From an optimization exercise on the open Yosys and OpenROAD flow, aimed at small area; shortcuts taken in it are not production practice. At most, simulation tests tie the RTL to the original design; equivalence was not proved. The clock port is modelled as an ideal driver; clocking choices that lean on that would not hold on a real chip. Power and IR drop assume default switching activity.

==> flow/design.v <==
`default_nettype none
package muldiv_pkg;
	typedef enum logic [1:0] {
		op_shl = 2'd0,
		op_mul = 2'd1,
		op_div = 2'd2,
		op_shr = 2'd3
	} md_op_e;
	typedef logic [16-1:0] md_word_t;
endpackage
`default_nettype wire
`default_nettype none
module operand_issue (
	input  logic                                   start,
	input  muldiv_pkg::md_op_e                     op,
	input  logic                                   signed_mode,
	input  logic [1:0]                             src1_sel,
	input  logic [1:0]                             src2_sel,
	input  muldiv_pkg::md_word_t [4-1:0]    src_regs,
	output logic                                   is_div,
	output logic                                   cin,
	output logic                                   neg,
	output muldiv_pkg::md_word_t                   opa,
	output muldiv_pkg::md_word_t                   opq
);
	localparam int W = 16;
	muldiv_pkg::md_word_t x;
	muldiv_pkg::md_word_t y;
	muldiv_pkg::md_word_t pow2;
	logic sdiv;
	logic sx;
	logic sy;
	logic use_y;
	logic inv;
	logic [W-1:0] low_nz;
	assign x = src_regs[src1_sel];
	assign y = src_regs[src2_sel];
	always_comb begin
		pow2 = '0;
		pow2[{1'b0, y[2:0]} + 4'd1] = 1'b1;
	end
	assign sdiv = signed_mode & (op == muldiv_pkg::op_div);
	assign sx = sdiv & x[W-1];
	assign sy = sdiv & y[W-1];
	assign low_nz[0] = 1'b0;
	for (genvar i = 1; i < W; i++) begin : g_nz
		assign low_nz[i] = |x[i-1:0];
	end
	assign is_div = start & op[1];
	assign cin = ~start | (op[1] & ~sy);
	assign neg = sx ^ sy;
	assign use_y = op[0] ^ op[1];
	assign inv = op[1] & ~sy;
	assign opa = {W{inv}} ^ (use_y ? y : pow2);
	assign opq = x ^ (low_nz & {W{sx}});
endmodule
`default_nettype wire
`default_nettype none
module muldiv_step #(
	parameter int ROW = 0
) (
	input  logic                 is_div,
	input  logic                 cin,
	input  logic [ROW:0]         p_in,      
	input  muldiv_pkg::md_word_t opa,
	input  muldiv_pkg::md_word_t opq_in,
	output logic [ROW:0]         p_out,
	output muldiv_pkg::md_word_t opq_out
);
	localparam int W = 16;
	localparam int QB = W - 1 - ROW;
	logic t;
	logic [ROW:0] in1;
	logic [ROW:0] sum;
	logic [ROW+1:0] c;
	logic upper_ones;
	logic sel;
	assign t = opq_in[QB];
	if (ROW == 0) begin : g_in0
		assign in1 = is_div & t;
	end else begin : g_in
		assign in1 = {p_in[ROW:1], is_div & t};
	end
	if (ROW + 1 <= 0) begin : g_ripple
		assign c[0] = cin;
		for (genvar i = 0; i <= ROW; i++) begin : g_fa
			assign sum[i] = in1[i] ^ opa[i] ^ c[i];
			assign c[i+1] = (in1[i] & opa[i]) | (in1[i] & c[i]) | (opa[i] & c[i]);
		end
	end else begin : g_prefix
		localparam int N = ROW + 1;
		localparam int L = (N > 8) ? 4 : (N > 4) ? 3 : (N > 2) ? 2 : 1;
		logic [N-1:0] pp;
		logic [N-1:0] gg [0:L];
		logic [N-1:0] pr [0:L];
		assign pp = in1 ^ opa[ROW:0];
		always_comb begin
			gg[0] = in1 & opa[ROW:0];
			pr[0] = pp;
		end
		for (genvar l = 0; l < L; l++) begin : g_lvl
			for (genvar i = 0; i < N; i++) begin : g_node
				if (((i >> l) & 1) == 1) begin : g_comb
					localparam int K = ((i >> l) << l) - 1;
					assign gg[l+1][i] = gg[l][i] | (pr[l][i] & gg[l][K]);
					assign pr[l+1][i] = pr[l][i] & pr[l][K];
				end else begin : g_pass
					assign gg[l+1][i] = gg[l][i];
					assign pr[l+1][i] = pr[l][i];
				end
			end
		end
		assign c[0] = cin;
		assign c[N:1] = gg[L] | (pr[L] & {N{cin}});
		assign sum = pp ^ c[ROW:0];
	end
	if (ROW == W - 1) begin : g_top
		assign upper_ones = 1'b1;
	end else begin : g_up
		assign upper_ones = &opa[W-1:ROW+1];
	end
	assign sel = is_div ? (c[ROW+1] & upper_ones) : t;
	if (ROW == W - 1) begin : g_last
		assign p_out = t ? sum : in1;
	end else begin : g_mid
		assign p_out = sel ? sum : in1;
	end
	always_comb begin
		opq_out = opq_in;
		opq_out[QB] = sel;
	end
endmodule
`default_nettype wire
`default_nettype none
module result_collect (
	input  logic                  clk,
	input  logic                  rst,
	input  logic                  valid,
	input  logic                  is_div,
	input  logic                  cin,
	input  logic                  neg,
	input  muldiv_pkg::md_word_t  opa,
	input  muldiv_pkg::md_word_t  prod,
	input  muldiv_pkg::md_word_t  quot,
	output muldiv_pkg::md_word_t  result,
	output logic                  done,
	output logic                  div_by_zero
);
	muldiv_pkg::md_word_t value_d;
	logic dbz;
	muldiv_pkg::md_word_t res_q;
	logic done_q;
	logic dbz_q;
	logic neg_q;
	assign dbz = is_div & cin & (&opa);
	assign value_d = is_div ? quot : prod;
	always_ff @(posedge clk or posedge rst) begin
		if (rst) begin
			res_q <= '0;
			neg_q <= 1'b0;
			done_q <= 1'b0;
			dbz_q <= 1'b0;
		end else begin
			done_q <= valid;
			dbz_q <= valid & dbz;
			if (valid) begin
				res_q <= value_d;
				neg_q <= neg & ~dbz;
			end
		end
	end
	assign result = neg_q ? -res_q : res_q;
	assign done = done_q;
	assign div_by_zero = dbz_q;
endmodule
`default_nettype wire
`default_nettype none
module muldiv_unit (
	input  logic                                   clk,
	input  logic                                   rst,
	input  logic                                   start,
	input  muldiv_pkg::md_op_e                     op,
	input  logic                                   signed_mode,
	input  logic [1:0]                             src1_sel,
	input  logic [1:0]                             src2_sel,
	input  muldiv_pkg::md_word_t [4-1:0]    src_regs,
	output muldiv_pkg::md_word_t                   result,
	output logic                                   done,
	output logic                                   div_by_zero
);
	localparam int W = 16;
	localparam logic [W-1:0] CUT = 16'b0001001001000100;
	logic         valid;
	logic [W:0]   is_div_s;
	logic [W:0]   cin_s;
	logic [W:0]   neg_s;
	muldiv_pkg::md_word_t p_s   [0:W];
	muldiv_pkg::md_word_t opa_s [0:W];
	muldiv_pkg::md_word_t opq_s [0:W];
	operand_issue i_operand_issue (
		.start       (start),
		.op          (op),
		.signed_mode (signed_mode),
		.src1_sel    (src1_sel),
		.src2_sel    (src2_sel),
		.src_regs    (src_regs),
		.is_div      (is_div_s[0]),
		.cin         (cin_s[0]),
		.neg         (neg_s[0]),
		.opa         (opa_s[0]),
		.opq         (opq_s[0])
	);
	assign p_s[0] = '0;
	for (genvar j = 0; j < W; j++) begin : g_row
		logic [j:0] p_in;
		logic [j:0] p_out;
		muldiv_pkg::md_word_t p_d;
		muldiv_pkg::md_word_t opq_d;
		if (j == 0) begin : g_p0
			assign p_in = 1'b0;
		end else begin : g_p
			assign p_in = {p_s[j][j-1:0], 1'b0};
		end
		muldiv_step #(
			.ROW (j)
		) i_muldiv_step (
			.is_div  (is_div_s[j]),
			.cin     (cin_s[j]),
			.p_in    (p_in),
			.opa     (opa_s[j]),
			.opq_in  (opq_s[j]),
			.p_out   (p_out),
			.opq_out (opq_d)
		);
		always_comb begin
			p_d = '0;
			p_d[j:0] = p_out;
		end
		if (CUT[j]) begin : g_reg
			logic is_div_q;
			logic cin_q;
			logic neg_q;
			logic [j:0] p_q;
			muldiv_pkg::md_word_t opa_q;
			muldiv_pkg::md_word_t opq_q;
			always_ff @(posedge clk or posedge rst) begin
				if (rst) begin
					is_div_q <= 1'b0;
					cin_q <= 1'b1;
				end else begin
					is_div_q <= is_div_s[j];
					cin_q <= cin_s[j];
				end
			end
			always_ff @(posedge clk) begin
				neg_q <= neg_s[j];
				p_q <= p_out;
				opa_q <= opa_s[j];
				opq_q <= opq_d;
			end
			assign is_div_s[j+1] = is_div_q;
			assign cin_s[j+1] = cin_q;
			assign neg_s[j+1] = neg_q;
			always_comb begin
				p_s[j+1] = '0;
				p_s[j+1][j:0] = p_q;
			end
			assign opa_s[j+1] = opa_q;
			assign opq_s[j+1] = opq_q;
		end else begin : g_wire
			assign is_div_s[j+1] = is_div_s[j];
			assign cin_s[j+1] = cin_s[j];
			assign neg_s[j+1] = neg_s[j];
			assign p_s[j+1] = p_d;
			assign opa_s[j+1] = opa_s[j];
			assign opq_s[j+1] = opq_d;
		end
	end
	assign valid = is_div_s[W] | ~cin_s[W];
	result_collect i_result_collect (
		.clk         (clk),
		.rst         (rst),
		.valid       (valid),
		.is_div      (is_div_s[W]),
		.cin         (cin_s[W]),
		.neg         (neg_s[W]),
		.opa         (opa_s[W]),
		.prod        (p_s[W]),
		.quot        (opq_s[W]),
		.result      (result),
		.done        (done),
		.div_by_zero (div_by_zero)
	);
endmodule
`default_nettype wire
export LEC_CHECK = 0
export CAP_MARGIN = 20
export CORE_MARGIN = 2
export CORE_UTILIZATION = 65
export SLEW_MARGIN = 20
create_clock -name core_clock -period 8.0 [get_ports {clk}]
standard.sh (not shown) runs the stock make flow with config.mk's settings and CLKGATE_MAP_FILE= SYNTH_SCRIPT=/design/flow/synth_recipe.tcl, a recipe that flattens the netlist after the stock synthesis.
==> flow/flow/run.sh <==
#!/bin/bash
# Standard ORFS layout with smaller port buffers, a clock tree of clkbuf_8
# without dummy loads (heavily loaded clock buffers upsized after CTS).
set -euo pipefail
cd "$(dirname "$0")/.."
W=$(pwd)
export BUFFER_PORTS_ARGS="-buffer_cell sky130_fd_sc_hd__buf_1"
export CTS_ARGS="-sink_clustering_enable -repair_clock_nets -buf_list sky130_fd_sc_hd__clkbuf_8 -dont_use_dummy_load"
export POST_CTS_TCL="$W/flow/post_cts.tcl"
bash standard.sh synth > synth.log 2>&1
bash standard.sh > layout.log 2>&1
==> flow/flow/post_cts.tcl <==
# Upsize clock buffers that drive many flip-flops, to keep the clock slew low.
set n_up 0
foreach inst [[ord::get_db_block] getInsts] {
  set master [[$inst getMaster] getName]
  if { $master eq "sky130_fd_sc_hd__clkbuf_8" } {
    set net [[$inst findITerm X] getNet]
    if { $net ne "NULL" } {
      set loads [expr { [llength [$net getITerms]] - 1 }]
      if { $loads > 14 } {
        replace_cell [$inst getName] sky130_fd_sc_hd__clkbuf_16
        incr n_up
      }
    }
  }
}
puts "post_cts: upsized $n_up clock buffers"
if { $n_up > 0 } {
  detailed_placement
  check_placement -verbose
  estimate_parasitics -placement
}
The first run completed with no timing, DRC or antenna violations.
Then changed:
--- a/flow/flow/run.sh
+++ b/flow/flow/run.sh
@@ -8,4 +8,5 @@
 export CTS_ARGS="-sink_clustering_enable -repair_clock_nets -buf_list sky130_fd_sc_hd__clkbuf_8 -dont_use_dummy_load"
 export POST_CTS_TCL="$W/flow/post_cts.tcl"
+export RECOVER_POWER=100
 bash standard.sh synth > synth.log 2>&1
 bash standard.sh > layout.log 2>&1
This time the run finished but fails on max-capacitance violations, max-slew violations. Critical path depth is unchanged. Final area stays flat. Die area is unchanged. Power barely changes. Routed wire length stays flat. Via count barely changes. Core utilization goes down by 0.19 points. Global-route usage stays the same. Worst setup slack degrades by 11 ps. First-iteration DRC count goes up by a few percent. Sequential share of layout area stays flat.
Function was not checked in any run of this note: the RTL went through the layout flow alone.

## v6
muldiv_unit, a different RTL version from the one above (not shown whole).
For scale: ~14000 sq um of cells after synthesis.
clock: 8.0 ns
lec_check: 0
abc_area: 1
cap_margin: 20
core_margin: 2
core_utilization: 40
cts_buf_list: sky130_fd_sc_hd__clkbuf_8
slew_margin: 20
run.sh (not shown) runs the stock make flow with config.mk's settings and CLKGATE_MAP_FILE= SYNTH_SCRIPT=/design/flow/synth_recipe.tcl, a recipe that flattens the netlist after the stock synthesis.
Stock flow here: none of the scripts above is used.
Edits applied to the flow inputs when going from v6 to v7:
Settings: a deleted CTS_BUF_LIST that had been sky130_fd_sc_hd__clkbuf_8.
[summary]
v7: worst setup slack for register-to-register paths is 0.03 ns higher than what v6 reported.
Final cell count: v7 vs v6, no meaningful difference
Diff v7..v6 | register area | negligible
| via count | v7 vs v6 | ≈ equal |
Final routed wirelength across all metal layers was lower in v6 than in v7.
Relative to v6, clock latency at the later pin of the worst-skew pair has decreased by 0.04 ns in v7.
| number of global-route vias before repair | v6 vs v7 | ≈ equal |
v7 vs. v6: time the final worst path needs with I/O delays and setup went up by 0.039 ns.
v7 against v6: met2 demand-to-capacity share in global routing +0.50 points, worst setup margin saw a decrease.

muldiv_unit, a different RTL version from the one above (not shown whole).
Size in the first run: roughly 1300 cells after synthesis, ~200 flip-flops, about 13000 µm² of cells after synthesis.
export LEC_CHECK = 0
export CAP_MARGIN = 20
export CORE_MARGIN = 2
export CORE_UTILIZATION = 40
export SLEW_MARGIN = 20
create_clock -name core_clock -period 8.0 [get_ports {clk}]
standard.sh (not shown) runs the stock make flow with config.mk's settings and CLKGATE_MAP_FILE= SYNTH_SCRIPT=/design/flow/synth_recipe.tcl, a recipe that flattens the netlist after the stock synthesis.
==> flow/flow/run.sh <==
#!/bin/bash
# Standard ORFS layout with smaller port buffers and a clock tree without dummy loads.
set -euo pipefail
cd "$(dirname "$0")/.."
export BUFFER_PORTS_ARGS="-buffer_cell sky130_fd_sc_hd__buf_1"
export CTS_ARGS="-sink_clustering_enable -repair_clock_nets -buf_list {sky130_fd_sc_hd__clkbuf_8 sky130_fd_sc_hd__clkbuf_16} -sink_clustering_size 12 -dont_use_dummy_load"
bash standard.sh synth > synth.log 2>&1
bash standard.sh > layout.log 2>&1
Then changed:
==> flow/flow/run.sh (replaced) <==
#!/bin/bash
# Standard ORFS layout with smaller port buffers, a clock tree of clkbuf_8
# without dummy loads (heavily loaded clock buffers upsized after CTS), and
# power recovery on non-critical gates.
set -euo pipefail
cd "$(dirname "$0")/.."
W=$(pwd)
export BUFFER_PORTS_ARGS="-buffer_cell sky130_fd_sc_hd__buf_1"
export CTS_ARGS="-sink_clustering_enable -repair_clock_nets -buf_list sky130_fd_sc_hd__clkbuf_8 -dont_use_dummy_load"
export POST_CTS_TCL="$W/flow/post_cts.tcl"
export RECOVER_POWER=100
bash standard.sh synth > synth.log 2>&1
bash standard.sh > layout.log 2>&1
==> flow/flow/post_cts.tcl (new file) <==
# Upsize clock buffers that drive many flip-flops, to keep the clock slew low.
set n_up 0
foreach inst [[ord::get_db_block] getInsts] {
  set master [[$inst getMaster] getName]
  if { $master eq "sky130_fd_sc_hd__clkbuf_8" } {
    set net [[$inst findITerm X] getNet]
    if { $net ne "NULL" } {
      set loads [expr { [llength [$net getITerms]] - 1 }]
      if { $loads > 14 } {
        replace_cell [$inst getName] sky130_fd_sc_hd__clkbuf_16
        incr n_up
      }
    }
  }
}
puts "post_cts: upsized $n_up clock buffers"
if { $n_up > 0 } {
  detailed_placement
  check_placement -verbose
  estimate_parasitics -placement
}
CORE_UTILIZATION = 65   (was 40)
GPL_TIMING_DRIVEN = 0   (was not set)
Result: The new run passed the timing, design-rule and antenna checks; sequential power hardly moves; sequential share of layout area grows by 0.46 points; area after synthesis is unchanged; critical path depth shrinks by 2; die area shrinks by 38%; global-route usage grows by 10 points; total power shrinks by 1.4%; cell area shrinks by 1.6%; worst setup slack got worse by 0.22 ns; wire length shrinks by 2.5%.
Then changed:
CORE_UTILIZATION = 55   (was 65)
GPL_TIMING_DRIVEN = not set   (was 0)
- The new run completed with no timing, DRC or antenna violations
- wire length rose slightly
- design area fell slightly
- count of clock-buffer cells in the layout stays the same
- global-route usage fell by 3.9 points
- critical path depth rose by 3
- via count fell by a few percent
- hold slack is better by 0.019 ns

muldiv_unit, a different RTL version from the one above (not shown whole).
For scale: ~1400 cells after synthesis, ~200 flip-flops, roughly 13000 um2 of cells after synthesis.
// muldiv_unit
module muldiv_unit (
	input  logic                                   clk,
	input  logic                                   rst,
	input  logic                                   start,
	input  muldiv_pkg::md_op_e                     op,
	input  logic                                   signed_mode,
	input  logic [1:0]                             src1_sel,
	input  logic [1:0]                             src2_sel,
	input  muldiv_pkg::md_word_t [4-1:0]    src_regs,
	output muldiv_pkg::md_word_t                   result,
	output logic                                   done,
	output logic                                   div_by_zero
);
clock: 8.0 ns
lec_check: 0
cap_margin: 20
core_margin: 2
core_utilization: 65
slew_margin: 20
==> flow/flow/run.sh <==
#!/bin/bash
# Standard ORFS layout with smaller port buffers, a clock tree of clkbuf_8
# without dummy loads (heavily loaded clock buffers upsized after CTS), and
# power recovery on non-critical gates.
set -euo pipefail
cd "$(dirname "$0")/.."
W=$(pwd)
export BUFFER_PORTS_ARGS="-buffer_cell sky130_fd_sc_hd__buf_1"
export CTS_ARGS="-sink_clustering_enable -repair_clock_nets -buf_list sky130_fd_sc_hd__clkbuf_8 -dont_use_dummy_load"
export POST_CTS_TCL="$W/flow/post_cts.tcl"
export RECOVER_POWER=100
bash standard.sh synth > synth.log 2>&1
bash standard.sh > layout.log 2>&1
==> flow/flow/post_cts.tcl <==
# Upsize clock buffers that drive many flip-flops, to keep the clock slew low.
set n_up 0
foreach inst [[ord::get_db_block] getInsts] {
  set master [[$inst getMaster] getName]
  if { $master eq "sky130_fd_sc_hd__clkbuf_8" } {
    set net [[$inst findITerm X] getNet]
    if { $net ne "NULL" } {
      set loads [expr { [llength [$net getITerms]] - 1 }]
      if { $loads > 14 } {
        replace_cell [$inst getName] sky130_fd_sc_hd__clkbuf_16
        incr n_up
      }
    }
  }
}
puts "post_cts: upsized $n_up clock buffers"
if { $n_up > 0 } {
  detailed_placement
  check_placement -verbose
  estimate_parasitics -placement
}
Rerun with:
==> flow/flow/run.sh (replaced) <==
#!/bin/bash
# Standard ORFS layout with smaller port buffers and a clock tree without dummy loads.
set -euo pipefail
cd "$(dirname "$0")/.."
export BUFFER_PORTS_ARGS="-buffer_cell sky130_fd_sc_hd__buf_1"
export CTS_ARGS="-sink_clustering_enable -repair_clock_nets -buf_list sky130_fd_sc_hd__clkbuf_8 -sink_clustering_size 12 -dont_use_dummy_load"
bash standard.sh synth > synth.log 2>&1
bash standard.sh > layout.log 2>&1
CORE_UTILIZATION = 40   (was 65)
removed: flow/flow/post_cts.tcl
=>
- synthesized area stays the same
- final area is higher by 1.5%
- utilization fell by 26 points
- routed wire length rises by 6.0%
Function was not checked in any run of this note: the RTL went through the layout flow alone.

afterwards: timing with drivers on the ports:
The results above use ideal ports. As a check the final layouts listed here were re-extracted and re-timed, cells and wires unchanged.
Step 1, drivers: a clkbuf_16 drives clk and a buf_2 each remaining input, both assumed.
Step 2, shift: input delay + t, output delay - t, t = (earliest + latest rising clock arrival at the registers) / 2. This alone moves slack from input paths to output paths.
Three values: ideal ports, drivers, drivers and shift; two values: the first two.
| run | t, ns | setup slack, ns | worst register clock-pin slew, ns | worst data-port slew with drivers (ns) | cell pins on the clock port's net |
|---|---|---|---|---|---|
| the first run of note 1 | 0.412 | 0.522 / 0.522 / 0.522 | 0.08 / 0.08 | 0.04 | 1 |
| the second run of note 1 | 0.413 | 0.511 / 0.511 / 0.193 | 0.08 / 0.08 | 0.04 | 1 |
| v6 | 0.519 | 0.563 / 0.586 / 0.067 | 0.12 / 0.12 | 0.04 | 1 |
| v7 | 0.482 | 0.524 / 0.547 / 0.065 | 0.08 / 0.08 | 0.04 | 1 |
| the first run of note 3 | 0.463 | 0.622 / 0.622 / 0.622 | 0.09 / 0.09 | 0.05 | 1 |
| the second run of note 3 | 0.419 | 0.406 / 0.406 / 0.406 | 0.08 / 0.08 | 0.05 | 1 |
| the third run of note 3 | 0.422 | 0.620 / 0.620 / 0.260 | 0.08 / 0.08 | 0.05 | 1 |
| the first run of note 4 | 0.420 | 0.527 / 0.527 / 0.166 | 0.09 / 0.09 | 0.06 | 1 |
| the second run of note 4 | 0.487 | 0.516 / 0.516 / 0.516 | 0.13 / 0.13 | 0.05 | 1 |
The setup slack of v6, which loses most, moves by +0.023 ns with the drivers and by -0.496 ns with both steps.
